This design comes from an exercise in tuning for small area, a short achievable clock period and few clock cycles per item on the open sky130 flow, not from production work.
Where RTL was checked, it was by simulation tests only, not by an equivalence proof against the original.
For runs 3 and 6, only the layout was checked, not whether the RTL still works.
Power is estimated from default activity; no workload was simulated.

==> flow/design.v <==
`timescale 1ns / 1ps
package rpsf_pkg;
	localparam int unsigned ADDR_W  = 40;
	localparam int unsigned WORD_W  = 32;
	localparam int unsigned TIME_W  = 32;
	localparam int unsigned TMO_W   = 16;
	localparam int unsigned COUNT_W = 8;
	localparam int unsigned LEN_W   = 6;
	localparam int unsigned CMD_W   = 8;
	localparam int unsigned PHASE_W = 3;
	localparam int unsigned CFG_IDX_W = 3;
	localparam logic [CMD_W-1:0] CMD_REQUEST_CODE  = 8'd1;
	localparam logic [CMD_W-1:0] CMD_RESPONSE_CODE = 8'd2;
	localparam logic [CMD_W-1:0] CMD_PING_CODE     = 8'd3;
	localparam logic [CMD_W-1:0] CMD_PONG_CODE     = 8'd4;
	localparam logic [LEN_W-1:0] RESPONSE_LENGTH   = 6'd6;
	localparam logic [LEN_W-1:0] VERIFY_LENGTH     = 6'd8;
	localparam logic KIND_REQUEST = 1'b0;
	localparam logic KIND_PONG    = 1'b1;
	localparam logic [ADDR_W-1:0]  DEFAULT_ADDRESS_RST = 40'd733295205870;
	localparam logic [WORD_W-1:0]  DEVICE_ID_RST       = 32'd272914040;
	localparam logic [WORD_W-1:0]  HOST_MAGIC_RST      = 32'd0;
	localparam logic [WORD_W-1:0]  SLAVE_MAGIC_RST     = 32'd0;
	localparam logic [COUNT_W-1:0] VERIFY_TARGET_RST   = 8'd5;
	localparam logic [TMO_W-1:0]   RESPONSE_TMO_RST    = 16'd100;
	localparam logic [TMO_W-1:0]   VERIFY_TMO_RST      = 16'd5000;
	localparam logic [TMO_W-1:0]   SILENT_DONE_RST     = 16'd3000;
	localparam logic [COUNT_W-1:0] COUNT_MAX = {COUNT_W{1'b1}};
	typedef enum logic [PHASE_W-1:0] {
		PH_IDLE   = 3'd0,
		PH_SEND   = 3'd1,
		PH_WAIT   = 3'd2,
		PH_VERIFY = 3'd3,
		PH_DONE   = 3'd4
	} phase_t;
	typedef enum logic [CFG_IDX_W-1:0] {
		REG_DEFAULT_ADDRESS = 3'd0,
		REG_DEVICE_ID       = 3'd1,
		REG_HOST_MAGIC      = 3'd2,
		REG_SLAVE_MAGIC     = 3'd3,
		REG_VERIFY_TARGET   = 3'd4,
		REG_RESPONSE_TMO    = 3'd5,
		REG_VERIFY_TMO      = 3'd6,
		REG_SILENT_DONE     = 3'd7
	} cfg_reg_t;
endpackage
`timescale 1ns / 1ps
module radio_pairing_slave_fsm_top (
	input  logic                                 clk,
	input  logic                                 arst_n,
	input  logic                                 cfg_we,
	input  logic [rpsf_pkg::CFG_IDX_W-1:0]       cfg_index,
	input  logic [rpsf_pkg::ADDR_W-1:0]          cfg_data,
	input  logic                                 poll_valid,
	output logic                                 poll_ready,
	input  logic                                 poll_enable,
	input  logic [rpsf_pkg::TIME_W-1:0]          poll_now_ms,
	input  logic                                 poll_rx_valid,
	input  logic [rpsf_pkg::LEN_W-1:0]           poll_rx_length,
	input  logic [rpsf_pkg::CMD_W-1:0]           poll_rx_command,
	input  logic [rpsf_pkg::WORD_W-1:0]          poll_rx_magic,
	input  logic [rpsf_pkg::ADDR_W-1:0]          poll_rx_granted_address,
	output logic                                 result_valid,
	input  logic                                 result_ready,
	output logic                                 result_send_valid,
	output logic                                 result_send_kind,
	output logic [rpsf_pkg::WORD_W-1:0]          result_send_word,
	output logic [rpsf_pkg::ADDR_W-1:0]          result_send_address,
	output logic [rpsf_pkg::ADDR_W-1:0]          result_link_address,
	output logic                                 result_rx_flush,
	output logic [rpsf_pkg::PHASE_W-1:0]         result_phase,
	output logic [rpsf_pkg::COUNT_W-1:0]         result_verify_count,
	output logic                                 result_finish
);
	logic [rpsf_pkg::ADDR_W-1:0]  default_address_q;
	logic [rpsf_pkg::WORD_W-1:0]  device_id_q;
	logic [rpsf_pkg::WORD_W-1:0]  host_magic_q;
	logic [rpsf_pkg::WORD_W-1:0]  slave_magic_q;
	logic [rpsf_pkg::COUNT_W-1:0] target_m1_q;      
	logic                         target_hit;
	logic [rpsf_pkg::TMO_W-1:0]   response_tmo_q;
	logic [rpsf_pkg::TMO_W-1:0]   verify_tmo_q;
	logic [rpsf_pkg::TMO_W-1:0]   silent_done_q;
	logic [rpsf_pkg::PHASE_W-1:0] phase_q;
	logic [rpsf_pkg::TIME_W-1:0]  time_q;
	logic [rpsf_pkg::COUNT_W-1:0] count_q;
	logic                         goal_q;
	logic [rpsf_pkg::ADDR_W-1:0]  link_q;
	logic                         valid_q;
	logic                         send_q;
	logic                         event_q;
	logic                         pong_q, request_q;
	logic                         init1_q, init2_q;
	logic [7:0]                   cfg_en;
	logic [rpsf_pkg::ADDR_W-1:0]  cfg_wd [8];
	logic                         fire;
	logic                         in_idle, in_send, in_wait, in_verify, in_done;
	logic                         resp_ok, ping_ok;
	logic [rpsf_pkg::TMO_W-1:0]   now_lo, now_hi, tim_lo, tim_hi;
	logic [rpsf_pkg::TMO_W-1:0]   hi_same, hi_next, csa_s, csa_c;
	logic                         lo_ok;
	logic [rpsf_pkg::TMO_W-1:0]   limit_n;
	logic [rpsf_pkg::COUNT_W-1:0] count_inc;
	logic [rpsf_pkg::PHASE_W-1:0] phase_d, phase_n, phase_x;
	logic                         lim_resp_q, lim_resp_d, lim_resp_n;
	logic                         goal_d, goal_n;
	logic [rpsf_pkg::TMO_W-1:0]   limit_n_q;
	logic                         cfg_ok_q, idle_ok_q, valid_d;
	logic                         late_ok, eq0, eq1, k15;
	logic [2:0]                   sel_f0, sel_f1_l0, sel_f1_l1, sel_l0, sel_l1, sel_lim;
	logic [rpsf_pkg::PHASE_W-1:0] phase_d00, phase_d01, phase_d10, phase_d11, phase_c0, phase_c1;
	logic                         lo_cout;
	logic [rpsf_pkg::TMO_W-1:0]   ok_g, ok_p, csa_x, csa_a, cs_y, cs_g, cs_p;
	function automatic logic [rpsf_pkg::ADDR_W-1:0] cfg_rst(input int i);
		case (i)
			0: cfg_rst = rpsf_pkg::DEFAULT_ADDRESS_RST;
			1: cfg_rst = rpsf_pkg::ADDR_W'(rpsf_pkg::DEVICE_ID_RST);
			2: cfg_rst = rpsf_pkg::ADDR_W'(rpsf_pkg::HOST_MAGIC_RST);
			3: cfg_rst = rpsf_pkg::ADDR_W'(rpsf_pkg::SLAVE_MAGIC_RST);
			4: cfg_rst = rpsf_pkg::ADDR_W'(rpsf_pkg::VERIFY_TARGET_RST);
			5: cfg_rst = rpsf_pkg::ADDR_W'(rpsf_pkg::RESPONSE_TMO_RST);
			6: cfg_rst = rpsf_pkg::ADDR_W'(rpsf_pkg::VERIFY_TMO_RST);
			default: cfg_rst = rpsf_pkg::ADDR_W'(rpsf_pkg::SILENT_DONE_RST);
		endcase
	endfunction
	rpsf_ao21 u_ready (.a(idle_ok_q), .b(result_ready), .c(cfg_ok_q), .y(poll_ready));
	assign fire       = poll_valid && poll_ready;
	always_ff @(posedge clk or negedge arst_n) begin
		if (!arst_n) begin
			init1_q <= 1'b0;
			init2_q <= 1'b0;
		end else begin
			init1_q <= 1'b1;
			init2_q <= init1_q;
		end
	end
	always_comb begin
		for (int i = 0; i < 8; i++) begin
			cfg_en[i] = !init1_q || (cfg_we && (cfg_index == i));
			cfg_wd[i] = (cfg_data & {rpsf_pkg::ADDR_W{init1_q}})
				| (cfg_rst(i) & {rpsf_pkg::ADDR_W{!init1_q}});
		end
	end
	always_ff @(posedge clk) begin
		if (cfg_en[rpsf_pkg::REG_DEFAULT_ADDRESS])
			default_address_q <= cfg_wd[rpsf_pkg::REG_DEFAULT_ADDRESS];
		if (cfg_en[rpsf_pkg::REG_DEVICE_ID])
			device_id_q <= cfg_wd[rpsf_pkg::REG_DEVICE_ID][rpsf_pkg::WORD_W-1:0];
		if (cfg_en[rpsf_pkg::REG_HOST_MAGIC])
			host_magic_q <= cfg_wd[rpsf_pkg::REG_HOST_MAGIC][rpsf_pkg::WORD_W-1:0];
		if (cfg_en[rpsf_pkg::REG_SLAVE_MAGIC])
			slave_magic_q <= cfg_wd[rpsf_pkg::REG_SLAVE_MAGIC][rpsf_pkg::WORD_W-1:0];
		if (cfg_en[rpsf_pkg::REG_VERIFY_TARGET])
			target_m1_q <= init1_q ? cfg_data[rpsf_pkg::COUNT_W-1:0] - 1'b1
				: rpsf_pkg::VERIFY_TARGET_RST - 1'b1;
		if (cfg_en[rpsf_pkg::REG_RESPONSE_TMO])
			response_tmo_q <= cfg_wd[rpsf_pkg::REG_RESPONSE_TMO][rpsf_pkg::TMO_W-1:0];
		if (cfg_en[rpsf_pkg::REG_VERIFY_TMO])
			verify_tmo_q <= cfg_wd[rpsf_pkg::REG_VERIFY_TMO][rpsf_pkg::TMO_W-1:0];
		if (cfg_en[rpsf_pkg::REG_SILENT_DONE])
			silent_done_q <= cfg_wd[rpsf_pkg::REG_SILENT_DONE][rpsf_pkg::TMO_W-1:0];
	end
	assign in_idle   = (phase_q == rpsf_pkg::PH_IDLE);
	assign in_send   = (phase_q == rpsf_pkg::PH_SEND);
	assign in_wait   = (phase_q == rpsf_pkg::PH_WAIT);
	assign in_verify = (phase_q == rpsf_pkg::PH_VERIFY);
	assign in_done   = (phase_q == rpsf_pkg::PH_DONE);
	assign resp_ok = poll_rx_valid && (poll_rx_length == rpsf_pkg::RESPONSE_LENGTH)
		&& (poll_rx_command == rpsf_pkg::CMD_RESPONSE_CODE);
	assign ping_ok = poll_rx_valid && (poll_rx_length == rpsf_pkg::VERIFY_LENGTH)
		&& (poll_rx_command == rpsf_pkg::CMD_PING_CODE) && (poll_rx_magic == host_magic_q);
	assign lim_resp_d = in_send || (in_wait && !resp_ok);
	assign goal_d     = (in_wait && resp_ok) ? 1'b0
		: ((in_verify && ping_ok) ? (goal_q || target_hit) : goal_q);
	function automatic logic [2:0] lim_sel(input logic resp, input logic goal);
		lim_sel = {resp, !resp && goal, !resp && !goal};
	endfunction
	assign late_ok   = in_wait ? resp_ok : ping_ok;
	assign sel_f0    = lim_sel(lim_resp_q, goal_q);
	assign sel_f1_l0 = lim_sel(in_send || in_wait, goal_q);
	assign sel_f1_l1 = lim_sel(in_send, !in_wait && (goal_q || (in_verify && target_hit)));
	assign sel_l0    = fire ? sel_f1_l0 : sel_f0;
	assign sel_l1    = fire ? sel_f1_l1 : sel_f0;
	for (genvar i = 0; i < 3; i++) begin : lim_mux
		rpsf_mux2 u (.s(late_ok), .a1(sel_l1[i]), .a0(sel_l0[i]), .y(sel_lim[i]));
	end
	rpsf_sel3 u_limit (.a(response_tmo_q), .b(silent_done_q), .c(verify_tmo_q),
		.sa(sel_lim[2]), .sb(sel_lim[1]), .sc(sel_lim[0]), .yn(limit_n));
	always_ff @(posedge clk) begin
		limit_n_q <= limit_n;
	end
	assign valid_d = fire || (valid_q && !result_ready);
	always_ff @(posedge clk or negedge arst_n) begin
		if (!arst_n) begin
			cfg_ok_q  <= 1'b1;
			idle_ok_q <= 1'b1;
		end else begin
			cfg_ok_q  <= !cfg_we;
			idle_ok_q <= !valid_d && !cfg_we;
		end
	end
	assign now_lo  = poll_now_ms[rpsf_pkg::TMO_W-1:0];
	assign now_hi  = poll_now_ms[rpsf_pkg::TIME_W-1:rpsf_pkg::TMO_W];
	assign tim_lo  = time_q[rpsf_pkg::TMO_W-1:0];
	assign tim_hi  = time_q[rpsf_pkg::TIME_W-1:rpsf_pkg::TMO_W];
	assign ok_g    = {now_lo[rpsf_pkg::TMO_W-1:1] & ~tim_lo[rpsf_pkg::TMO_W-1:1], now_lo[0] | ~tim_lo[0]};
	assign ok_p    = now_lo | ~tim_lo;
	rpsf_carry16 u_lo_ok (.g(ok_g), .p(ok_p), .c(lo_ok));
	assign hi_same = ~(now_hi ^ tim_hi);
	assign hi_next = {hi_same[rpsf_pkg::TMO_W-1:1] ~^ (now_hi[rpsf_pkg::TMO_W-2:0] | ~tim_hi[rpsf_pkg::TMO_W-2:0]),
		~hi_same[0]};
	assign eq0     = &hi_same;
	assign eq1     = &hi_next;
	rpsf_csa_pre u_csa_pre (.t(tim_lo), .l(limit_n_q), .x(csa_x), .a(csa_a));
	assign csa_s   = now_lo ^ csa_x;
	assign csa_c   = csa_a | (now_lo & csa_x);
	assign cs_y    = {csa_c[rpsf_pkg::TMO_W-2:0], 1'b1};
	assign cs_g    = csa_s & cs_y;
	assign cs_p    = csa_s | cs_y;
	rpsf_carry16 u_lo_cout (.g(cs_g), .p(cs_p), .c(lo_cout));
	assign k15 = csa_c[rpsf_pkg::TMO_W-1];
	assign count_inc = (count_q != rpsf_pkg::COUNT_MAX) ? count_q + 1'b1 : count_q;
	assign target_hit = (count_q >= target_m1_q) || (&target_m1_q);
	always_comb begin
		phase_n = phase_q;
		phase_x = phase_q;
		if (!poll_enable) begin
			phase_n = rpsf_pkg::PH_IDLE;
			phase_x = rpsf_pkg::PH_IDLE;
		end else begin
			case (phase_q)
				rpsf_pkg::PH_IDLE: begin
					phase_n = rpsf_pkg::PH_SEND;
					phase_x = rpsf_pkg::PH_SEND;
				end
				rpsf_pkg::PH_SEND: begin
					phase_n = rpsf_pkg::PH_WAIT;
					phase_x = rpsf_pkg::PH_WAIT;
				end
				rpsf_pkg::PH_WAIT: begin
					phase_n = resp_ok ? rpsf_pkg::PH_VERIFY : rpsf_pkg::PH_WAIT;
					phase_x = resp_ok ? rpsf_pkg::PH_VERIFY : rpsf_pkg::PH_SEND;
				end
				rpsf_pkg::PH_VERIFY: begin
					phase_n = rpsf_pkg::PH_VERIFY;
					phase_x = ping_ok ? rpsf_pkg::PH_VERIFY
						: (goal_q ? rpsf_pkg::PH_DONE : rpsf_pkg::PH_SEND);
				end
				rpsf_pkg::PH_DONE: begin
					phase_n = rpsf_pkg::PH_DONE;
					phase_x = rpsf_pkg::PH_DONE;
				end
				default: begin
					phase_n = rpsf_pkg::PH_IDLE;
					phase_x = rpsf_pkg::PH_IDLE;
				end
			endcase
		end
	end
	assign phase_d00 = !fire ? phase_q : ((!eq1 || k15) ? phase_x : phase_n);
	assign phase_d01 = !fire ? phase_q : ((!eq1 || !k15) ? phase_x : phase_n);
	assign phase_d10 = !fire ? phase_q : ((!eq0 || !k15) ? phase_x : phase_n);
	assign phase_d11 = !fire ? phase_q : ((!eq0 || k15) ? phase_x : phase_n);
	for (genvar i = 0; i < rpsf_pkg::PHASE_W; i++) begin : ph_mux
		rpsf_mux2 u0 (.s(lo_ok), .a1(phase_d10[i]), .a0(phase_d00[i]), .y(phase_c0[i]));
		rpsf_mux2 u1 (.s(lo_ok), .a1(phase_d11[i]), .a0(phase_d01[i]), .y(phase_c1[i]));
		rpsf_mux2 u (.s(lo_cout), .a1(phase_c1[i]), .a0(phase_c0[i]), .y(phase_d[i]));
	end
	always_ff @(posedge clk or negedge arst_n) begin
		if (!arst_n) begin
			phase_q <= rpsf_pkg::PH_IDLE;
			count_q <= '0;
			valid_q <= 1'b0;
		end else begin
			phase_q <= phase_d;
			if (fire) begin
				if (poll_enable) begin
					if (in_idle || (in_wait && resp_ok))
						count_q <= '0;
					else if (in_verify && ping_ok)
						count_q <= count_inc;
				end
			end
			valid_q <= valid_d;
		end
	end
	always_ff @(posedge clk) begin
		if (!init2_q || (fire && poll_enable && (in_idle || in_send)))
			link_q <= default_address_q;
		else if (fire && poll_enable && in_wait && resp_ok)
			link_q <= poll_rx_granted_address;
	end
	always_ff @(posedge clk) begin
		if (fire) begin
			if (!((in_wait && !resp_ok) || (in_verify && !ping_ok)))
				time_q <= poll_now_ms;
			goal_q <= goal_d;
			lim_resp_q <= lim_resp_d;
			send_q  <= poll_enable && (in_send || (in_verify && ping_ok));
			request_q <= poll_enable && in_send;
			pong_q    <= poll_enable && in_verify && ping_ok;
			event_q <= poll_enable && ((in_wait && resp_ok) || in_done);
		end
	end
	assign result_valid        = valid_q;
	assign result_send_valid   = send_q;
	assign result_send_kind    = pong_q;
	assign result_send_word    = (slave_magic_q & {rpsf_pkg::WORD_W{pong_q}})
		| (device_id_q & {rpsf_pkg::WORD_W{request_q}});
	assign result_send_address = send_q ? link_q : '0;
	assign result_link_address = link_q;
	assign result_rx_flush     = event_q && !phase_q[2];
	assign result_phase        = phase_q;
	assign result_verify_count = count_q;
	assign result_finish       = event_q && phase_q[2];
endmodule
module rpsf_carry16 (
	input  logic [15:0] g,
	input  logic [15:0] p,
	output logic        c
);
	logic [7:0] g1n, p1n;
	logic [3:0] g2, p2;
	logic [1:0] g3n, p3n;
	logic       p4;
	for (genvar i = 0; i < 8; i++) begin : l1
		rpsf_gp_n u (.gh(g[2*i+1]), .ph(p[2*i+1]), .gl(g[2*i]), .pl(p[2*i]), .gn(g1n[i]), .pn(p1n[i]));
	end
	for (genvar i = 0; i < 4; i++) begin : l2
		rpsf_gp_p u (.ghn(g1n[2*i+1]), .phn(p1n[2*i+1]), .gln(g1n[2*i]), .pln(p1n[2*i]), .g(g2[i]), .p(p2[i]));
	end
	for (genvar i = 0; i < 2; i++) begin : l3
		rpsf_gp_n u (.gh(g2[2*i+1]), .ph(p2[2*i+1]), .gl(g2[2*i]), .pl(p2[2*i]), .gn(g3n[i]), .pn(p3n[i]));
	end
	rpsf_gp_p l4 (.ghn(g3n[1]), .phn(p3n[1]), .gln(g3n[0]), .pln(p3n[0]), .g(c), .p(p4));
endmodule
module rpsf_gp_n (
	input  logic gh, ph, gl, pl,
	output logic gn, pn
);
	assign gn = ~(gh | (ph & gl));
	assign pn = ~(ph & pl);
endmodule
module rpsf_gp_p (
	input  logic ghn, phn, gln, pln,
	output logic g, p
);
	assign g = ~(ghn & (phn | gln));
	assign p = ~(phn | pln);
endmodule
module rpsf_csa_pre (
	input  logic [15:0] t,
	input  logic [15:0] l,
	output logic [15:0] x,
	output logic [15:0] a
);
	assign x = ~t ^ l;
	assign a = ~t & l;
endmodule
module rpsf_mux2 (
	input  logic s, a1, a0,
	output logic y
);
	assign y = s ? a1 : a0;
endmodule
module rpsf_sel3 (
	input  logic [15:0] a, b, c,
	input  logic        sa, sb, sc,
	output logic [15:0] yn
);
	logic [15:0] an, bn, cn;
	rpsf_nand2x16 u_a (.x(a), .s(sa), .yn(an));
	rpsf_nand2x16 u_b (.x(b), .s(sb), .yn(bn));
	rpsf_nand2x16 u_c (.x(c), .s(sc), .yn(cn));
	assign yn = an & bn & cn;
endmodule
module rpsf_nand2x16 (
	input  logic [15:0] x,
	input  logic        s,
	output logic [15:0] yn
);
	assign yn = ~(x & {16{s}});
endmodule
module rpsf_ao21 (
	input  logic a, b, c,
	output logic y
);
	assign y = a | (b & c);
endmodule
==> flow/flow/run.sh <==
#!/bin/bash
# Standard layout with two changes:
#  - the port buffers are the smallest buffer (buf_1) instead of the one
#    buffer_ports picks by default;
#  - the slow four-input OR/NOR cells, the three-input OR cells and the
#    4-stack AOI/OAI are added to
#    the don't-use list, so synthesis builds wide ORs from faster gates.
set -euo pipefail
export BUFFER_PORTS_ARGS="-buffer_cell sky130_fd_sc_hd__buf_1"
PLATFORM_DONT_USE="sky130_fd_sc_hd__lpflow_bleeder_1 sky130_fd_sc_hd__lpflow_clkbufkapwr_1 sky130_fd_sc_hd__lpflow_clkbufkapwr_16 sky130_fd_sc_hd__lpflow_clkbufkapwr_2 sky130_fd_sc_hd__lpflow_clkbufkapwr_4 sky130_fd_sc_hd__lpflow_clkbufkapwr_8 sky130_fd_sc_hd__lpflow_clkinvkapwr_1 sky130_fd_sc_hd__lpflow_clkinvkapwr_16 sky130_fd_sc_hd__lpflow_clkinvkapwr_2 sky130_fd_sc_hd__lpflow_clkinvkapwr_4 sky130_fd_sc_hd__lpflow_clkinvkapwr_8 sky130_fd_sc_hd__lpflow_decapkapwr_12 sky130_fd_sc_hd__lpflow_decapkapwr_3 sky130_fd_sc_hd__lpflow_decapkapwr_4 sky130_fd_sc_hd__lpflow_decapkapwr_6 sky130_fd_sc_hd__lpflow_decapkapwr_8 sky130_fd_sc_hd__lpflow_inputiso0n_1 sky130_fd_sc_hd__lpflow_inputiso0p_1 sky130_fd_sc_hd__lpflow_inputiso1n_1 sky130_fd_sc_hd__lpflow_inputiso1p_1 sky130_fd_sc_hd__lpflow_inputisolatch_1 sky130_fd_sc_hd__lpflow_isobufsrc_1 sky130_fd_sc_hd__lpflow_isobufsrc_16 sky130_fd_sc_hd__lpflow_isobufsrc_2 sky130_fd_sc_hd__lpflow_isobufsrc_4 sky130_fd_sc_hd__lpflow_isobufsrc_8 sky130_fd_sc_hd__lpflow_isobufsrckapwr_16 sky130_fd_sc_hd__lpflow_lsbuf_lh_hl_isowell_tap_1 sky130_fd_sc_hd__lpflow_lsbuf_lh_hl_isowell_tap_2 sky130_fd_sc_hd__lpflow_lsbuf_lh_hl_isowell_tap_4 sky130_fd_sc_hd__lpflow_lsbuf_lh_isowell_4 sky130_fd_sc_hd__lpflow_lsbuf_lh_isowell_tap_1 sky130_fd_sc_hd__lpflow_lsbuf_lh_isowell_tap_2 sky130_fd_sc_hd__lpflow_lsbuf_lh_isowell_tap_4 sky130_fd_sc_hd__probe_p_8 sky130_fd_sc_hd__probec_p_8 "
EXTRA_DONT_USE="sky130_fd_sc_hd__a2111o_1 sky130_fd_sc_hd__a2111o_2 sky130_fd_sc_hd__a2111o_4 sky130_fd_sc_hd__a2111oi_0 sky130_fd_sc_hd__a2111oi_1 sky130_fd_sc_hd__a2111oi_2 sky130_fd_sc_hd__a2111oi_4 sky130_fd_sc_hd__nor4_1 sky130_fd_sc_hd__nor4_2 sky130_fd_sc_hd__nor4_4 sky130_fd_sc_hd__nor4b_1 sky130_fd_sc_hd__nor4b_2 sky130_fd_sc_hd__nor4b_4 sky130_fd_sc_hd__nor4bb_1 sky130_fd_sc_hd__nor4bb_2 sky130_fd_sc_hd__nor4bb_4 sky130_fd_sc_hd__o2111a_1 sky130_fd_sc_hd__o2111a_2 sky130_fd_sc_hd__o2111a_4 sky130_fd_sc_hd__o2111ai_1 sky130_fd_sc_hd__o2111ai_2 sky130_fd_sc_hd__o2111ai_4 sky130_fd_sc_hd__or4_1 sky130_fd_sc_hd__or4_2 sky130_fd_sc_hd__or4_4 sky130_fd_sc_hd__or4b_1 sky130_fd_sc_hd__or4b_2 sky130_fd_sc_hd__or4b_4 sky130_fd_sc_hd__or4bb_1 sky130_fd_sc_hd__or4bb_2 sky130_fd_sc_hd__or4bb_4 sky130_fd_sc_hd__or3_1 sky130_fd_sc_hd__or3_2 sky130_fd_sc_hd__or3_4 sky130_fd_sc_hd__or3b_1 sky130_fd_sc_hd__or3b_2 sky130_fd_sc_hd__or3b_4"
bash standard.sh DONT_USE_CELLS="$PLATFORM_DONT_USE $EXTRA_DONT_USE" finish > standard_flow.log 2>&1
==> flow/standard.sh <==
#!/bin/bash
# synth_recipe.tcl (not shown) runs the flow's synth.tcl, then flattens the netlist and writes it again
# the make line also repeats each setting of config.mk as NAME=value (left out here)
make -C /OpenROAD-flow-scripts/flow DESIGN_CONFIG=/design/flow/config.mk WORK_HOME=/design/flow/orfs CLKGATE_MAP_FILE= SYNTH_SCRIPT=/design/flow/synth_recipe.tcl "${@:-finish}"
==> flow/config.mk <==
export PLATFORM = sky130hd
export DESIGN_NAME = radio_pairing_slave_fsm_top
export DESIGN_NICKNAME = radio_pairing_slave_fsm_top
export VERILOG_FILES = /design/flow/design.v
export SDC_FILE = /design/flow/constraint.sdc
export NUM_CORES = 4
export LEC_CHECK = 0
export CAP_MARGIN = 20
export CORE_MARGIN = 2
export CORE_UTILIZATION = 65
export CTS_CLUSTER_DIAMETER = 100
export CTS_CLUSTER_SIZE = 30
export SETUP_SLACK_MARGIN = 2.9
export SLEW_MARGIN = 20
export SYNTH_HIERARCHICAL = 1
==> flow/constraint.sdc <==
create_clock -name core_clock -period 5.5 [get_ports {clk}]
set_input_delay 1.1000 -clock core_clock [delete_from_list [all_inputs] [get_ports {clk}]]
set_output_delay 1.1000 -clock core_clock [all_outputs]
set_load 0.01 [all_outputs]
==> flow_summary.yaml, run 1 <==
status:
  status: "timing/DRC/antenna clean"
grt:
  grt_start_max_net_pins: 76
  grt_overflow_total: 0
  grt_pass1_vias: 9867
  grtUsageTotal_pct: 30.2
  grt_pass1_wl_um: 54400
  antenna_found_initial: 3
timing:
  max_freq_ghz: 0.366
  hold_viol: 0
  rsz0062_at_grt: "true"
  finalCritPeriodShare_pct: 49.6
  period_needed_ps: 2730
  tightestPinTransition_ps: 779
  slew_headroom_pct: 48.1
  tns_ps: 0
  drv_slew: 0
  skew_ps: 35.6
  finalSetupViolCount: 0
pwr:
  leakagePower_uw: 0.00663
  clockPowerShare_pct: 21.5
  p_switching_uw: 1770
  power_density_nw_per_um2: 331
  p_seq_share_pct: 50.2
  peakVddDrop_mv: 0.376
  total_power_uw: 5860
  combPwrFrac_pct: 28.3
  power_switching_share_pct: 30.3
  p_int_uw: 4080
layout:
  final_cell_mix: "edfxtp_1, buf_1, nand2_1, inv_1, nand2b_1"
  layout_commonest_cell: "edfxtp_1"
  area_delta_synth_final_pct: 22.4
  nets: 1662
  drive_gt1_share_pct: 22.4
clock_network:
  clockRootBuffer: "clkbuf_16"
  clkSinkCount: 302
  clockBufferDepth: 3
  path_clk_slew_ps: 120
  cts_buffers: 14
  htreeDepth: 1
  cts_hold_buffers: 0
  worstSkewPairLatency_ps: 500
  tritoncts: "built"
critical_path:
  ff2ff_path_depth: 6
  crit_buf_inv: 2
  path_delay_family: "flip-flops"
  path_depth: 3
  cp-endpoint: "result_send_word[6]"
  criticalPathCategory: "flop to primary output"
  regToRegSetupSlack_ps: 2960
  timing.rr.end: "limit_n_q[6]$_DFF_P_"
  required_ps: 4400
  cp-start-kind: "flop"
  cp_max_fo: 33
  max_stage_delay_ps: 450
  regToRegStartpoint: "phase_q[0]$_DFF_PN0_"
  slowest_stage: "edfxtp_1"
  end_kind: "primary output"
  crit_chain: "buf_12, a22o_1, buf_1"
  cp-startpoint: "pong_q$_DFFE_PP_"
  crit_arrival_ps: 1630
place:
  place_congestion: 0.891
  io_buffers: 296
  post-dp-hpwl_um: 24900
synthesis:
  syn_nets: 1333
  synthesis.area_sq_um: 14500
  syn_inst: 1108
  synth_warnings: 8
  avgSynthCellArea_sq_um: 13.1
die:
  start_util_pct: 66.3
  io-pin-count: 297
  die_y_um: 153
  rows: 54
  core-area_sq_um: 21800
  die_area_sq_um: 23500
  die_w_um: 153
detailed_routing:
  drtPass1Iterations: 5
  viasPerCell: 5.93
  ant_nets: 0
  post-route-drc-count: 0
  vias: 10239
  routed_wl_um: 37900
  drtIter0Drc: 961
  routedWlPerCell_um: 22.0
run:
  maxCapViolations: 0
min_path:
  hp-class: "flop to flop"
## how the worst min path moves through the flow
stage / slack (ps) / to / startpoint / cells after the start
6_report: 530 / link_q[28]$_DFFE_PP_ / default_address_q[28]$_DFFE_PP_ / 1
5_1_grt: 540 / phase_q[1]$_DFF_PN0_ / arst_n / 1
4_1_cts: 540 / link_q[28]$_DFFE_PP_ / default_address_q[28]$_DFFE_PP_ / 1
3_5_place_dp: 520 / limit_n_q[7]$_DFF_P_ / silent_done_q[7]$_DFFE_PP_ / 2
3_3_place_gp: 510 / link_q[35]$_DFFE_PP_ / default_address_q[35]$_DFFE_PP_ / 1
2_1_floorplan: 470 / init2_q$_DFF_PN0_ / init1_q$_DFF_PN0_ / 0
## state kept, by name, indices dropped and copies added, names as in the netlist, 3 cells and up
register	cells
default_address_q	40
link_q	40
device_id_q	32
host_magic_q	32
slave_magic_q	32
time_q	32
limit_n_q	16
response_tmo_q	16
silent_done_q	16
verify_tmo_q	16
count_q	8
target_m1_q	8
phase_q	3
## power by group through the flow
stage               logic (uW)  clock network, uW  registers, uW
floorplan                 1050                  0           2930
global placement          1370                  0           2980
detailed placement        1410                  0           2980
CTS                       1540               1260           2930
global route              1800               1330           2960
finish                    1660               1260           2940
## per-layer routing
metal	wire (um)	track usage (%)
met2	19500	53.5
met5	27	0
met3	3100	6.04
met1	14100	38.3
met4	1120	7.45
## metrics by stage
step           setup slack [ps]  util [%]  cell area (sq um)  cells  hold WS, ps
3_5_place_dp               1950      73.2              16000   1661          523
6_report                   2770      81.1              17700   1726          534
5_1_grt                    2690      81.1              17700   1725          545
3_3_place_gp               2010      73.2              16000   1661          511
2_1_floorplan              2300         -              14600   1108          474
4_1_cts                    2800      78.1              17000   1706          538
## what timing repair did
| action | 4_1_cts | 5_1_grt |
|---|---|---|
| gates cloned | 4 | 3 |
| endpoints found under the setup margin | 205 | 120 |
| resized for setup | 96 | 138 |
| buffers inserted | 17 | 15 |
| pin swaps | 14 | 18 |
## layout make-up
class                           count  area (sq um)
Clock buffer                       23           425
Sequential cell                   302          8830
Clock inverter                      1          30.0
Fill cell                        1278          4130
Tap cell                          280           350
Antenna cell                        1          2.50
Timing Repair Buffer              345          2030
Multi-Input combinational cell    708          5760
Inverter                           66           267
Testbench counts, summed over its fixed seeds: cycles 24,008, items 24,000.
==> run 2, diff against run 1 <==
--- a/flow/config.mk
+++ b/flow/config.mk
@@ -11,5 +11,5 @@
 export CTS_CLUSTER_DIAMETER = 100
 export CTS_CLUSTER_SIZE = 30
-export SETUP_SLACK_MARGIN = 2.9
+export SETUP_SLACK_MARGIN = 2.8
 export SLEW_MARGIN = 20
 export SYNTH_HIERARCHICAL = 1
==> run 2 against run 1 <==
  * Global-route usage down 1.4 points
  * First-iteration DRC count down 35%
  * Count of clock-buffer cells in the layout down 4
  * Sequential share of layout area up 2.9 points
  * Critical endpoint is now phase_q[2]$_DFF_PN0_
  * Sequential power about the same
  * Die area unchanged
  * Highest routed layer unchanged
==> flow_summary.yaml, run 2 <==
pwr:
  p_switching_uw: 1680
  combPwrFrac_pct: 26.2
  power_density_nw_per_um2: 335
  leakagePower_uw: 0.00608
  peakVddDrop_mv: 0.237
  p_int_uw: 3930
  clockPowerShare_pct: 21.6
  p_seq_share_pct: 52.2
  total_power_uw: 5610
  power_switching_share_pct: 29.9
synthesis:
  synth_warnings: 8
  synthesis.area_sq_um: 14500
  syn_inst: 1108
  syn_nets: 1333
  avgSynthCellArea_sq_um: 13.1
timing:
  period_needed_ps: 2710
  max_freq_ghz: 0.369
  hold_viol: 0
  slew_headroom_pct: 36.6
  skew_ps: 25.1
  drv_slew: 0
  finalSetupViolCount: 0
  tns_ps: 0
  tightestPinTransition_ps: 950
  rsz0062_at_grt: "true"
  finalCritPeriodShare_pct: 49.3
critical_path:
  regToRegSetupSlack_ps: 2990
  end_kind: "flop"
  cp-startpoint: "poll_now_ms[25]"
  crit_chain: "buf_1, inv_1, ha_1, xor2_1, and4_1, nand2_2, nor3_4, buf_4, o21ai_1, mux2_4, mux2_4"
  cp_common_cell: "mux2_4"
  required_ps: 5900
  criticalPathCategory: "input pin to flop"
  path_delay_family: "simple AND/OR/NAND/NOR gates"
  cp-start-kind: "input pin"
  regToRegStartpoint: "count_q[0]$_DFFE_PN0P_"
  cp_max_fo: 4
  timing.rr.end: "limit_n_q[10]$_DFF_P_"
  ff2ff_path_depth: 11
  cp-endpoint: "phase_q[2]$_DFF_PN0_"
  crit_buf_inv: 3
  slowest_stage: "ha_1"
  max_stage_delay_ps: 330
  crit_arrival_ps: 3110
  path_depth: 11
die:
  rows: 54
  io-pin-count: 297
  die_y_um: 153
  core-area_sq_um: 21800
  start_util_pct: 66.3
  die_area_sq_um: 23500
  die_w_um: 153
detailed_routing:
  routedWlPerCell_um: 20.2
  post-route-drc-count: 0
  drtIter0Drc: 621
  drtPass1Iterations: 5
  viasPerCell: 5.71
  routed_wl_um: 34300
  ant_nets: 0
  vias: 9718
grt:
  grt_pass1_wl_um: 52100
  antenna_found_initial: 6
  grt_overflow_total: 0
  grt_start_max_net_pins: 82
  grtUsageTotal_pct: 28.8
  grt_pass1_vias: 9667
clock_network:
  clockRootBuffer: "clkbuf_16"
  path_clk_slew_ps: 120
  clockBufferDepth: 3
  cts_buffers: 14
  htreeDepth: 1
  clkSinkCount: 302
  worstSkewPairLatency_ps: 500
  tritoncts: "built"
status:
  status: "timing/DRC/antenna clean"
layout:
  area_delta_synth_final_pct: 15.7
  reg_top3: "default_address_q (40), link_q (40)"
  layout_commonest_cell: "buf_1"
  num-fill-cells: 1420
  final_cell_area_sq_um: 16700
  multi_input_area_sq_um: 5430
  seq_area_sq_um: 8830
  nets: 1638
  final_cell_mix: "buf_1, edfxtp_1, and2_1, nand2_1, inv_1"
  drive_gt1_share_pct: 13.7
min_path:
  hp-class: "flop to flop"
place:
  post-dp-hpwl_um: 24700
  io_buffers: 296
  place_congestion: 0.881
  place_area_sq_um: 16000
run:
  maxCapViolations: 0
[run 2: worst min path at each step]
| stage | cells after the start | slack [ps] | from | to |
|---|---|---|---|---|
| after detailed placement | 2 | 520 | silent_done_q[1]$_DFFE_PP_ | limit_n_q[1]$_DFF_P_ |
| after CTS | 2 | 520 | silent_done_q[3]$_DFFE_PP_ | limit_n_q[3]$_DFF_P_ |
| after global placement | 1 | 510 | default_address_q[35]$_DFFE_PP_ | link_q[35]$_DFFE_PP_ |
| final | 2 | 530 | silent_done_q[3]$_DFFE_PP_ | limit_n_q[3]$_DFF_P_ |
| after global routing | 2 | 540 | silent_done_q[3]$_DFFE_PP_ | limit_n_q[3]$_DFF_P_ |
| after floorplan | 0 | 470 | init1_q$_DFF_PN0_ | init2_q$_DFF_PN0_ |
[run 2: worst reg2reg max path: cells and delay by family (launching register included)]
kind | cells | cell delay [ps]
AOI/OAI and AO/OA | 4 | 770
DFF | 1 | 420
adders and majority gates | 1 | 290
muxes | 1 | 350
and+or+nand+nor | 4 | 480
buffers and inverters | 1 | 100
[run 2: metal layers]
layer / wire length (um) / GRT usage (%) / up-vias
met1: 13300 / 36.9 / 4662
met5: 15 / 0 / -
met2: 17300 / 49.9 / 384
li1: - / - / 4610
met4: 929 / 7.76 / 2
met3: 2770 / 6.46 / 60
[run 2: cell type report]
type                    instances  share of cell area [%]
well taps                     280                    2.09
repair inverters                1                  0.0299
multi-input cells             705                    32.4
repair buffers                323                    8.54
clock buffers                  19                    2.33
flip-flops and latches        302                    52.8
clock inverters                 2                   0.187
inverters                      66                    1.56
diodes                          3                  0.0449
[run 2: stage by stage]
step                      hold WS, ps  std cells  utilization, %  setup WS, ps
after floorplan                   474       1108               -          2300
after global placement            512       1661            73.2          1940
after CTS                         519       1690            75.7          2810
after global routing              537       1699            76.7          2720
after detailed placement          519       1661            73.2          1820
final                             528       1701            76.7          2790
[run 2: timing repair]
item                       CTS  global route
gates resized for setup     15            31
cloned                       0             1
hold buffers                 0             0
pin swaps                    4            11
buffers inserted             8             6
setup endpoints to repair  216            64
[run 2: power groups by stage]
| stage | registers, uW | clock network, uW | logic [uW] |
|---|---|---|---|
| after floorplan | 2930 | 0 | 1050 |
| after global placement | 2970 | 0 | 1370 |
| after detailed placement | 2980 | 0 | 1410 |
| after CTS | 2920 | 1230 | 1450 |
| after global routing | 2950 | 1300 | 1620 |
| final | 2930 | 1210 | 1470 |
==> run 3, diff against run 2 <==
--- a/flow/design.v
+++ b/flow/design.v
@@ -125,5 +125,5 @@
 	endfunction
 	rpsf_ao21 u_ready (.a(idle_ok_q), .b(result_ready), .c(cfg_ok_q), .y(poll_ready));
-	assign fire       = poll_valid && poll_ready;
+	assign fire       = poll_valid && (idle_ok_q || (result_ready && cfg_ok_q));
 	always_ff @(posedge clk or negedge arst_n) begin
 		if (!arst_n) begin
==> run 3 against run 2 <==
  * Still clean
  * Cell count decreased by 1.1%
  * Synthesized area decreased by 0.97%
  * Power decreased by 2.1%
  * Flip-flop and latch count unchanged
  * Combinational power decreased by 7%
  * Critical path type unchanged
  * Largest power group unchanged
==> flow_summary.yaml, run 3 <==
timing:
  tightestPinTransition_ps: 884
  skew_ps: 38.1
  max_freq_ghz: 0.368
  slew_headroom_pct: 41.1
  drv_slew: 0
  rsz0062_at_grt: "true"
  finalSetupViolCount: 0
  hold_viol: 0
  tns_ps: 0
  period_needed_ps: 2720
  finalCritPeriodShare_pct: 49.4
place:
  post-dp-hpwl_um: 23200
  place_congestion: 0.843
  place_area_sq_um: 16100
  dp_cells: 1641
  io_buffers: 296
detailed_routing:
  ant_nets: 0
  viasPerCell: 5.71
  post-route-drc-count: 0
  routed_wl_um: 33900
  vias: 9614
  drtIter0Drc: 703
  routedWlPerCell_um: 20.2
  drtPass1Iterations: 5
layout:
  drive_gt1_share_pct: 13.3
  finalNonFillerCells: 1683
  antenna_cells: 0
  area_delta_synth_final_pct: 18.2
  reg_top3: "default_address_q (40), link_q (40)"
  nets: 1621
  final_cell_area_sq_um: 16900
  final_core_util_pct: 77.8
  final_cell_mix: "buf_1, edfxtp_1, and2_1, nand2_1, inv_1"
  layout_commonest_cell: "buf_1"
critical_path:
  regToRegStartpoint: "target_m1_q[4]$_SDFFCE_PN0P_"
  required_ps: 5900
  crit_buf_inv: 2
  end_kind: "flop"
  criticalPathCategory: "input pin to flop"
  crit_arrival_ps: 3120
  cp-startpoint: "poll_rx_magic[3]"
  max_stage_delay_ps: 280
  path_delay_family: "simple AND/OR/NAND/NOR gates"
  cp_common_cell: "mux2_4"
  cp-start-kind: "input pin"
  crit_chain: "buf_1, xnor2_2, and4_2, and4b_1, buf_4, and3_4, a31oi_2, a21oi_1, mux2_4, mux2_4"
  slowest_stage: "and4_2"
  cp_max_fo: 5
min_path:
  hp-class: "flop to flop"
  worstHoldStart: "default_address_q[9]$_DFFE_PP_"
die:
  die_w_um: 152
  core-area_sq_um: 21800
  io-pin-count: 297
  rows: 54
  die_area_sq_um: 23200
  start_util_pct: 65.8
  die_y_um: 152
grt:
  antenna_found_initial: 0
  grt_start_max_net_pins: 62
  grt_pass1_vias: 9202
  grt_pass1_wl_um: 50800
  grtUsageTotal_pct: 28.0
  grt_overflow_total: 0
clock_network:
  cts_buffers: 14
  clkSinkCount: 302
  clockRootBuffer: "clkbuf_16"
  path_clk_slew_ps: 120
  htreeDepth: 1
  worstSkewPairLatency_ps: 500
  cts_hold_buffers: 0
  tritoncts: "built"
  clockBufferDepth: 3
synthesis:
  syn_inst: 1087
  syn_nets: 1312
  avgSynthCellArea_sq_um: 13.2
  synthesis.area_sq_um: 14300
  synth_warnings: 8
pwr:
  total_power_uw: 5490
  power_density_nw_per_um2: 324
  peakVddDrop_mv: 0.272
  leakagePower_uw: 0.00617
status:
  status: "timing/DRC/antenna clean"
run:
  maxCapViolations: 0
[run 3: power breakdown]
group / switching, uW / internal [uW]
registers: 151 / 2760
logic: 783 / 585
clock network: 693 / 523
[run 3: timing repair]
action / in CTS / in global routing
pin swaps: 5 / 15
resized for setup: 21 / 31
cloned: 4 / 0
hold endpoints to repair: 0 / 0
buffers inserted: 8 / 4
setup endpoints to repair: 174 / 47
[run 3: final cells by class]
| type | count | area, sq um |
|---|---|---|
| clock inverters | 1 | 30.0 |
| fillers | 1398 | 4830 |
| multi-input cells | 690 | 5550 |
| repair buffers | 322 | 1480 |
| flip-flops and latches | 302 | 8830 |
| inverters | 66 | 278 |
| clock buffers | 22 | 402 |
| well taps | 280 | 350 |
[run 3: routing by layer]
metal | GRT usage (%) | vias to the layer above | share of wire (%)
li1 | - | 4527 | -
met1 | 38.5 | 4634 | 41
met2 | 47.3 | 406 | 49
met3 | 4.58 | 47 | 7.7
met4 | 6.92 | 0 | 2.1
met5 | 0 | - | 0
[run 3: worst register-to-register path, stage by stage (launching register included)]
cell	delay (ps)
edfxtp_1	420
inv_1	90
ha_1	240
a21o_1	170
a21o_1	180
a211o_1	280
a41oi_2	190
a211o_1	160
o32ai_1	120
mux2_4	360
nand2_1	110
and3_4	210
[run 3: final timing paths]
| path | slack [ps] | endpoint | cells past startpoint |
|---|---|---|---|
| max in group asynchronous | 4220 | count_q[0]$_DFFE_PN0P_ | 1 |
| worst max-delay path | 2780 | phase_q[1]$_DFF_PN0_ | 10 |
| min in group asynchronous | 680 | phase_q[0]$_DFF_PN0_ | 1 |
| worst max register to register | 2890 | limit_n_q[2]$_DFF_P_ | 11 |
| worst min register to register | 540 | link_q[9]$_DFFE_PP_ | 1 |
| worst min-delay path | 540 | link_q[9]$_DFFE_PP_ | 1 |
[run 3: stage by stage]
step	worst slack, ps	hold slack, ps
after floorplan	2350	474
after global placement	1900	510
after detailed placement	1870	518
after CTS	2790	545
after global routing	2770	557
final	2780	545
==> run 4, diff against run 3 <==
--- a/flow/design.v
+++ b/flow/design.v
@@ -125,5 +125,5 @@
 	endfunction
 	rpsf_ao21 u_ready (.a(idle_ok_q), .b(result_ready), .c(cfg_ok_q), .y(poll_ready));
-	assign fire       = poll_valid && (idle_ok_q || (result_ready && cfg_ok_q));
+	assign fire       = poll_valid && poll_ready;
 	always_ff @(posedge clk or negedge arst_n) begin
 		if (!arst_n) begin
--- a/flow/config.mk
+++ b/flow/config.mk
@@ -14,2 +14,3 @@
 export SLEW_MARGIN = 20
 export SYNTH_HIERARCHICAL = 1
+export TNS_END_PERCENT = 0
==> run 4 against run 3 <==
  * Count of clock-buffer cells in the layout shrank 4
  * Critical endpoint is now phase_q[0]$_DFF_PN0_
  * Cell count grew 0.71%
  * Critical path depth grew 2
  * Highest routed layer is now met5
  * Largest cell class unchanged
  * Combinational power grew 8%
  * Die area grew 0.95%
==> flow_summary.yaml, run 4 <==
synthesis:
  synth_warnings: 8
  avgSynthCellArea_sq_um: 13.1
  syn_nets: 1333
  syn_inst: 1108
  synthesis.area_sq_um: 14500
critical_path:
  slowest_stage: "nor3_4"
  crit_chain: "clkbuf_2, inv_2, ha_4, xnor2_1, nor3_1, nand4_1, buf_6, nor3_4, a31o_1, a21oi_2, mux2_4, mux2_4"
  regToRegStartpoint: "count_q[0]$_DFFE_PN0P_"
  timing.rr.end: "limit_n_q[3]$_DFF_P_"
  regToRegSetupSlack_ps: 2950
  crit_buf_inv: 3
  cp_common_cell: "mux2_4"
  end_kind: "flop"
  crit_arrival_ps: 3170
  max_stage_delay_ps: 270
  cp_max_fo: 4
  cp-start-kind: "input pin"
  cp-startpoint: "poll_now_ms[21]"
  path_depth: 12
  required_ps: 5900
  cp-endpoint: "phase_q[0]$_DFF_PN0_"
  ff2ff_path_depth: 11
  path_delay_family: "simple AND/OR/NAND/NOR gates"
  criticalPathCategory: "input pin to flop"
grt:
  antenna_found_initial: 3
  grt_pass1_vias: 9526
  grt_overflow_total: 0
  grt_pass1_wl_um: 51300
  grtUsageTotal_pct: 28.3
  grt_start_max_net_pins: 43
layout:
  seq_area_sq_um: 8830
  final_cell_mix: "buf_1, edfxtp_1, and2_1, nand2_1, inv_1"
  nets: 1633
  area_delta_synth_final_pct: 15.7
  multi_input_area_sq_um: 5480
  num-fill-cells: 1427
  reg_top3: "default_address_q (40), link_q (40)"
  drive_gt1_share_pct: 13.3
  finalNonFillerCells: 1695
  layout_commonest_cell: "buf_1"
timing:
  max_freq_ghz: 0.360
  hold_viol: 0
  final.setup.worst_slack_ps: 2730
  period_needed_ps: 2770
  finalCritPeriodShare_pct: 50.5
  rsz0062_at_grt: "true"
  finalSetupViolCount: 0
  tightestPinTransition_ps: 908
  tns_ps: 0
  skew_ps: 25.6
  drv_slew: 0
  slew_headroom_pct: 39.5
detailed_routing:
  drtPass1Iterations: 5
  post-route-drc-count: 0
  vias: 9735
  routedWlPerCell_um: 20.2
  ant_nets: 0
  routed_wl_um: 34200
  drtIter0Drc: 700
  viasPerCell: 5.74
clock_network:
  htreeDepth: 1
  cts_hold_buffers: 0
  cts_buffers: 14
  clkSinkCount: 302
  clockBufferDepth: 3
  path_clk_slew_ps: 110
  worstSkewPairLatency_ps: 510
  tritoncts: "built"
  clockRootBuffer: "clkbuf_16"
place:
  place_congestion: 0.983
  post-dp-hpwl_um: 24400
  io_buffers: 296
  pre_cts_ws_ps: 1710
  dp_cells: 1658
die:
  die_area_sq_um: 23500
  die_y_um: 153
  start_util_pct: 66.3
  rows: 54
  io-pin-count: 297
  core-area_sq_um: 21800
  die_w_um: 153
status:
  status: "timing/DRC/antenna clean"
pwr:
  power_density_nw_per_um2: 336
  leakagePower_uw: 0.00603
  peakVddDrop_mv: 0.263
run:
  maxCapViolations: 0
min_path:
  hp-class: "input pin to async pin"
run 4: worst min path at each step:
stage | start | to | slack [ps] | depth (start not counted)
finish | arst_n | count_q[0]$_DFFE_PN0P_ | 450 | 1
floorplan | init1_q$_DFF_PN0_ | init2_q$_DFF_PN0_ | 470 | 0
CTS | silent_done_q[8]$_DFFE_PP_ | limit_n_q[8]$_DFF_P_ | 530 | 2
detailed placement | silent_done_q[0]$_DFFE_PP_ | limit_n_q[0]$_DFF_P_ | 520 | 2
global placement | default_address_q[35]$_DFFE_PP_ | link_q[35]$_DFFE_PP_ | 520 | 1
global route | arst_n | count_q[3]$_DFFE_PN0P_ | 460 | 1
run 4: report_power, final:
part           total, uW  internal (uW)  leakage (uW)  switching [uW]
Clock               1220            516      0.000204             700
Combinational       1480            643       0.00295             835
Sequential          2930           2770       0.00288             154
run 4: timing repair:
action                                  in CTS  in global routing
pin swaps                                    0                 19
endpoints found under the setup margin     164                163
cloned                                       1                  0
buffers inserted                             3                  6
resized for setup                            4                 47
run 4: layout make-up:
| type | instances | area share, % |
|---|---|---|
| repair buffers | 318 | 8.34 |
| clock inverters | 3 | 0.202 |
| inverters | 66 | 1.52 |
| clock buffers | 18 | 2.31 |
| diodes | 2 | 0.0299 |
| multi-input cells | 706 | 32.7 |
| well taps | 280 | 2.09 |
| flip-flops and latches | 302 | 52.8 |
run 4: worst register-to-register path, delay by kind of cell, from the launching register on:
family / cells / cell delay, ps
AOI/OAI and AO/OA: 4 / 790
adders and majority gates: 1 / 300
buffers and inverters: 1 / 90
DFF: 1 / 430
muxes: 1 / 340
and+or+nand+nor: 4 / 500
run 4: metrics by stage:
stage	util, %	area (sq um)	hold slack, ps	total power [uW]
6_report	76.7	16700	454	5620
5_1_grt	76.7	16700	462	5880
4_1_cts	74.7	16300	530	5570
3_5_place_dp	72.5	15800	524	4370
3_3_place_gp	72.5	15800	516	4310
2_1_floorplan	-	14500	474	3980
run 4: layer usage:
metal / GRT usage, % / routed length (um)
met5: 0 / 13
met4: 12.1 / 1620
met3: 6.24 / 2680
met2: 46.7 / 16400
met1: 36.6 / 13500
Testbench counts of run 4, summed over its fixed seeds: cycles 24,008, items 24,000.
==> run 5, diff against run 4 <==
--- a/flow/config.mk
+++ b/flow/config.mk
@@ -14,3 +14,3 @@
 export SLEW_MARGIN = 20
 export SYNTH_HIERARCHICAL = 1
-export TNS_END_PERCENT = 0
+export TNS_END_PERCENT = 10
==> run 5 against run 4 <==
  * Worst setup slack improved by 2.7 ps
  * Synthesized cell count unchanged
  * Wire length increased by 1.8%
  * Non-clock buffer count increased by 8
  * Cell area increased by 0.79%
  * Power increased by 0.44%
  * Critical path type unchanged
  * Maximum frequency about the same
  * Utilization increased by 0.61 points
  * Sequential power about the same
  * First-iteration DRC count decreased by 7.6%
  * Still clean
==> flow_summary.yaml, run 5 <==
grt:
  grt_pass1_vias: 9489
  grt_overflow_total: 0
  grt_pass1_wl_um: 51600
  grt_start_max_net_pins: 82
  grt-busiest-layer: "met2"
  antenna_found_initial: 2
  grtUsageMet1_pct: 37.1
  grtUsageTotal_pct: 28.3
  grt.met2_usage_pct: 48.6
  grt_use_met3_pct: 6.18
layout:
  nets: 1644
  num-fill-cells: 1452
  area_delta_synth_final_pct: 16.6
  finalNonFillerCells: 1705
  final_cell_mix: "buf_1, edfxtp_1, and2_1, nand2_1, inv_1"
  drive_gt1_share_pct: 14.5
  final_cell_area_sq_um: 16900
  reg_top3: "default_address_q (40), link_q (40)"
  final_core_util_pct: 77.3
  layout_commonest_cell: "buf_1"
synthesis:
  avgSynthCellArea_sq_um: 13.1
  syn_inst: 1108
  syn_nets: 1333
  synth_warnings: 8
  synthesis.area_sq_um: 14500
status:
  status: "timing/DRC/antenna clean"
critical_path:
  timing.rr.end: "limit_n_q[6]$_DFF_P_"
  ff2ff_path_depth: 11
  regToRegStartpoint: "count_q[0]$_DFFE_PN0P_"
  end_kind: "flop"
  crit_arrival_ps: 3160
  regToRegSetupSlack_ps: 2860
  criticalPathCategory: "input pin to flop"
  required_ps: 5890
  cp_max_fo: 4
  cp-start-kind: "input pin"
die:
  rows: 54
  die_y_um: 153
  io-pin-count: 297
  die_w_um: 153
  start_util_pct: 66.3
  die_area_sq_um: 23500
  core-area_sq_um: 21800
pwr:
  leakagePower_uw: 0.00612
  clockPowerShare_pct: 21.4
  p_int_uw: 3940
  combPwrFrac_pct: 26.8
  p_seq_share_pct: 51.8
  power_switching_share_pct: 30.2
  peakVddDrop_mv: 0.266
  p_switching_uw: 1700
  power_density_nw_per_um2: 335
clock_network:
  clkSinkCount: 302
  worstSkewPairLatency_ps: 500
  htreeDepth: 1
  clockBufferDepth: 3
  path_clk_slew_ps: 110
  clockRootBuffer: "clkbuf_16"
  tritoncts: "built"
  cts_buffers: 14
  cts_hold_buffers: 0
timing:
  drv_slew: 0
  finalCritPeriodShare_pct: 50.4
  rsz0062_at_grt: "true"
  slew_headroom_pct: 41.3
  tightestPinTransition_ps: 880
  tns_ps: 0
  max_freq_ghz: 0.361
  hold_viol: 0
  period_needed_ps: 2770
  skew_ps: 18.9
  finalSetupViolCount: 0
place:
  io_buffers: 296
  dp_cells: 1659
  place_congestion: 0.882
  post-dp-hpwl_um: 23900
  place_area_sq_um: 15800
detailed_routing:
  routedWlPerCell_um: 20.4
  ant_nets: 0
  drtIter0Drc: 647
  drtPass1Iterations: 6
  post-route-drc-count: 0
  viasPerCell: 5.75
  routed_wl_um: 34800
  vias: 9802
min_path:
  hold_depth: 2
  hold_path_end: "limit_n_q[3]$_DFF_P_"
  hp-class: "flop to flop"
  worstHoldStart: "silent_done_q[3]$_DFFE_PP_"
run:
  maxCapViolations: 0
run 5: cell types whose count changed in the layout (fill, tap and decap cells not counted), moves of 2 or more:
| cell | delta |
|---|---|
| mux2_4 | +3 |
| xnor2_2 | +2 |
| xor2_2 | -3 |
| inv_1 | -3 |
| buf_1 | -2 |
| inv_2 | +3 |
| buf_4 | +7 |
| xnor2_1 | -2 |
| xor2_1 | +3 |
run 5: how the worst max path moves through the flow:
stage | cells past startpoint | to | start | slack (ps)
floorplan | 5 | time_q[0]$_DFFE_PP_ | poll_rx_length[2] | 2280
global placement | 6 | link_q[5]$_DFFE_PP_ | result_ready | 1820
detailed placement | 6 | link_q[8]$_DFFE_PP_ | result_ready | 1700
CTS | 9 | phase_q[0]$_DFF_PN0_ | result_ready | 2580
global route | 11 | phase_q[0]$_DFF_PN0_ | poll_now_ms[25] | 2660
finish | 11 | phase_q[0]$_DFF_PN0_ | poll_now_ms[26] | 2730
run 5: power groups by stage:
stage / Sequential (uW) / Clock, uW / Combinational [uW]
6_report: 2920 / 1210 / 1510
4_1_cts: 2920 / 1220 / 1420
5_1_grt: 2950 / 1300 / 1660
3_3_place_gp: 2970 / 0 / 1340
3_5_place_dp: 2970 / 0 / 1390
2_1_floorplan: 2930 / 0 / 1040
run 5: area by class of cell:
class                   instances  area (sq um)  area share (%)
diodes                          1          2.50          0.0148
clock buffers                  17           383            2.27
inverters                      66           254            1.51
repair buffers                326          1480            8.75
flip-flops and latches        302          8830            52.4
multi-input cells             709          5530            32.8
clock inverters                 4          36.3           0.215
well taps                     280           350            2.08
run 5: critical path: stages:
cell and delay [ps]:
buf_1 130, inv_2 60, ha_4 280, xor2_1 140, and4_1 250, nand2_2 110
nor3_4 280, a31o_1 230, a21oi_2 40, mux2_4 260, mux2_4 270
run 5: what timing repair did:
item,in CTS,in global routing
setup buffers,4,13
pin swaps,0,16
endpoints found under the setup margin,187,123
gates resized for setup,3,60
cloned,1,3
run 5: per-stage QoR:
step	power, uW	hold slack, ps	setup WS (ps)
after floorplan	3980	474	2280
after global placement	4310	513	1820
after detailed placement	4360	519	1700
after CTS	5570	538	2580
after global routing	5910	554	2660
final	5650	538	2730
run 5: metal layers:
metal  part of all wire, %  vias to the layer above
met2                    50                      417
li1                      -                     4633
met1                    39                     4690
met4                   2.8                        2
met3                   8.1                       60
met5                 0.037                        -
==> run 6, diff against run 5 <==
--- a/flow/design.v
+++ b/flow/design.v
@@ -91,4 +91,5 @@
 	logic                         event_q;
 	logic                         pong_q, request_q;
+	logic [rpsf_pkg::WORD_W-1:0]  word_sn, word_dn;
 	logic                         init1_q, init2_q;
 	logic [7:0]                   cfg_en;
@@ -306,6 +307,9 @@
 	assign result_send_valid   = send_q;
 	assign result_send_kind    = pong_q;
-	assign result_send_word    = (slave_magic_q & {rpsf_pkg::WORD_W{pong_q}})
-		| (device_id_q & {rpsf_pkg::WORD_W{request_q}});
+	rpsf_nand2x16 u_wd_sl (.x(slave_magic_q[15:0]), .s(pong_q), .yn(word_sn[15:0]));
+	rpsf_nand2x16 u_wd_sh (.x(slave_magic_q[31:16]), .s(pong_q), .yn(word_sn[31:16]));
+	rpsf_nand2x16 u_wd_dl (.x(device_id_q[15:0]), .s(request_q), .yn(word_dn[15:0]));
+	rpsf_nand2x16 u_wd_dh (.x(device_id_q[31:16]), .s(request_q), .yn(word_dn[31:16]));
+	assign result_send_word    = ~(word_sn & word_dn);
 	assign result_send_address = send_q ? link_q : '0;
 	assign result_link_address = link_q;
--- a/flow/config.mk
+++ b/flow/config.mk
@@ -14,3 +14,2 @@
 export SLEW_MARGIN = 20
 export SYNTH_HIERARCHICAL = 1
-export TNS_END_PERCENT = 10
==> run 6 against run 5 <==
  * Still clean
  * Sequential share of layout area fell by 0.42 points
  * Combinational power up 13%
  * Utilization down 1.5 points
  * Count of clock-buffer cells in the layout is 1 higher
  * Global-route usage is 0.67 points lower
  * Synthesized cell count rose by 5.9%
  * Hold slack got worse by 6.3 ps
  * Sequential power up 2%
==> flow_summary.yaml, run 6 <==
status:
  status: "timing/DRC/antenna clean"
die:
  die_y_um: 154
  start_util_pct: 65.5
  core-area_sq_um: 22400
  die_w_um: 154
  die_area_sq_um: 23800
  rows: 55
  io-pin-count: 297
timing:
  period_needed_ps: 2720
  rsz0062_at_grt: "true"
  drv_slew: 0
  skew_ps: 28.2
  slew_headroom_pct: 36.2
  max_freq_ghz: 0.367
  finalCritPeriodShare_pct: 49.5
  tns_ps: 0
  tightestPinTransition_ps: 956
  finalSetupViolCount: 0
  hold_viol: 0
pwr:
  power_switching_share_pct: 31.1
  power_density_nw_per_um2: 349
  p_int_uw: 4080
  peakVddDrop_mv: 0.282
  combPwrFrac_pct: 28.8
  p_seq_share_pct: 50.1
  p_switching_uw: 1850
  clockPowerShare_pct: 21.1
  leakagePower_uw: 0.00629
  total_power_uw: 5930
critical_path:
  required_ps: 5880
  crit_arrival_ps: 3110
  end_kind: "flop"
  cp-start-kind: "input pin"
  cp_max_fo: 5
  criticalPathCategory: "input pin to flop"
grt:
  grt_overflow_total: 0
  grt_pass1_wl_um: 50500
  grt_pass1_vias: 9372
  grtUsageTotal_pct: 27.6
  grt_start_max_net_pins: 46
  antenna_found_initial: 3
place:
  io_buffers: 296
  post-dp-hpwl_um: 24000
  place_congestion: 0.893
detailed_routing:
  viasPerCell: 5.58
  ant_nets: 0
  routed_wl_um: 33400
  post-route-drc-count: 0
  routedWlPerCell_um: 19.0
  vias: 9816
  drtPass1Iterations: 5
  drtIter0Drc: 595
layout:
  nets: 1691
  final_cell_mix: "buf_1, edfxtp_1, nand2_1, and2_1, nand2b_1"
  drive_gt1_share_pct: 15.8
  area_delta_synth_final_pct: 15.7
  layout_commonest_cell: "buf_1"
  final_core_util_pct: 75.8
  reg_top3: "default_address_q (40), link_q (40)"
  num-fill-cells: 1474
clock_network:
  cts_buffers: 14
  tritoncts: "built"
  htreeDepth: 1
  clkSinkCount: 302
  worstSkewPairLatency_ps: 510
  path_clk_slew_ps: 110
  clockRootBuffer: "clkbuf_16"
  clockBufferDepth: 3
synthesis:
  syn_nets: 1398
  synth_warnings: 8
  avgSynthCellArea_sq_um: 12.5
  syn_inst: 1173
  synthesis.area_sq_um: 14700
min_path:
  hp-class: "flop to flop"
run:
  maxCapViolations: 0
[run 6: power by group through the flow]
stage / combinational [uW] / clock [uW] / sequential (uW)
3_5_place_dp: 1670 / 0 / 3020
2_1_floorplan: 1290 / 0 / 2970
6_report: 1710 / 1250 / 2970
5_1_grt: 1890 / 1350 / 3000
4_1_cts: 1690 / 1270 / 2970
3_3_place_gp: 1610 / 0 / 3020
[run 6: final timing paths]
check	slack [ps]	cells past startpoint	endpoint	from
worst max-delay path	2780	11	phase_q[1]$_DFF_PN0_	poll_now_ms[17]
worst min-delay path	530	2	limit_n_q[1]$_DFF_P_	silent_done_q[1]$_DFFE_PP_
worst max register to register	2860	11	limit_n_q[8]$_DFF_P_	count_q[0]$_DFFE_PN0P_
worst min register to register	530	2	limit_n_q[1]$_DFF_P_	silent_done_q[1]$_DFFE_PP_
max in group asynchronous	4170	1	init1_q$_DFF_PN0_	arst_n
min in group asynchronous	710	1	count_q[4]$_DFFE_PN0P_	arst_n
[run 6: cell type report]
type | count | area, sq um | share of cell area [%]
inverters | 64 | 290 | 1.71
clock inverters | 6 | 80.1 | 0.471
clock buffers | 18 | 375 | 2.21
flip-flops and latches | 302 | 8830 | 51.9
repair buffers | 314 | 1380 | 8.12
multi-input cells | 770 | 5690 | 33.4
well taps | 285 | 357 | 2.10
diodes | 1 | 2.50 | 0.0147
[run 6: what timing repair did]
| item | CTS | global route |
|---|---|---|
| setup buffers | 3 | 2 |
| endpoints found under the hold margin | 0 | 0 |
| gates cloned | 0 | 0 |
| resized for setup | 15 | 46 |
| endpoints found under the setup margin | 148 | 117 |
| pin swaps | 1 | 13 |
| hold buffers | 0 | 0 |
[run 6: critical path, cell delays in order]
cell	delay, ps
buf_6	80
inv_4	30
ha_4	250
nand4_1	110
nor2_2	170
nand4_1	220
o31a_1	380
o22ai_2	210
a21oi_2	50
mux2_4	250
mux2_4	250
[run 6: through the flow]
stage | instances | setup WS, ps | hold slack (ps) | cell area [sq um]
floorplan | 1173 | 2350 | 474 | 15000
global placement | 1729 | 2050 | 517 | 16300
detailed placement | 1729 | 1980 | 523 | 16300
CTS | 1756 | 2790 | 537 | 16800
global route | 1760 | 2710 | 556 | 17000
finish | 1760 | 2780 | 532 | 17000
[run 6: per-layer routing]
metal	global-route usage, %	share of wire, %	up-vias
met3	4.48	6.5	61
met5	0	0.081	-
met1	36.9	42	4673
met4	7.72	2.8	4
li1	-	-	4715
met2	47.5	49	363

## static timing again, ports no longer ideal
How much do the figures lean on ideal ports? The routed layouts below were timed once more, with nothing changed but the port constraints.
Step 1 sets driving cells, clkbuf_16 on the clock port and buf_2 on the other inputs (assumed; they add their load-dependent delay and slew).
Step 2 times the ports against the registers' clock, not the clock port: input delays grow and output delays shrink by t, the midpoint of the rising clock arrivals with the driver on.
Slacks: ideal / step 1 / step 2; pairs: ideal / step 1.
run | t (ns) | setup slack, ns | worst setup path at the end | worst slew at a driven data input, ns
run 1 | 0.531 | 2.770 / 2.723 / 2.270 | input to register | 0.08
run 2 | 0.540 | 2.788 / 2.789 / 2.271 | input to register | 0.12
run 3 | 0.529 | 2.784 / 2.769 / 2.278 | input to register | 0.08
run 4 | 0.544 | 2.725 / 2.738 / 2.195 | input to register | 0.07
run 5 | 0.540 | 2.728 / 2.742 / 2.203 | input to register | 0.08
run 6 | 0.544 | 2.776 / 2.768 / 2.223 | input to register | 0.08
After both steps setup and hold are still met in every run listed. For run 6, which loses most, drivers alone change the setup slack by -0.008 ns; drivers and shift together by -0.553 ns.
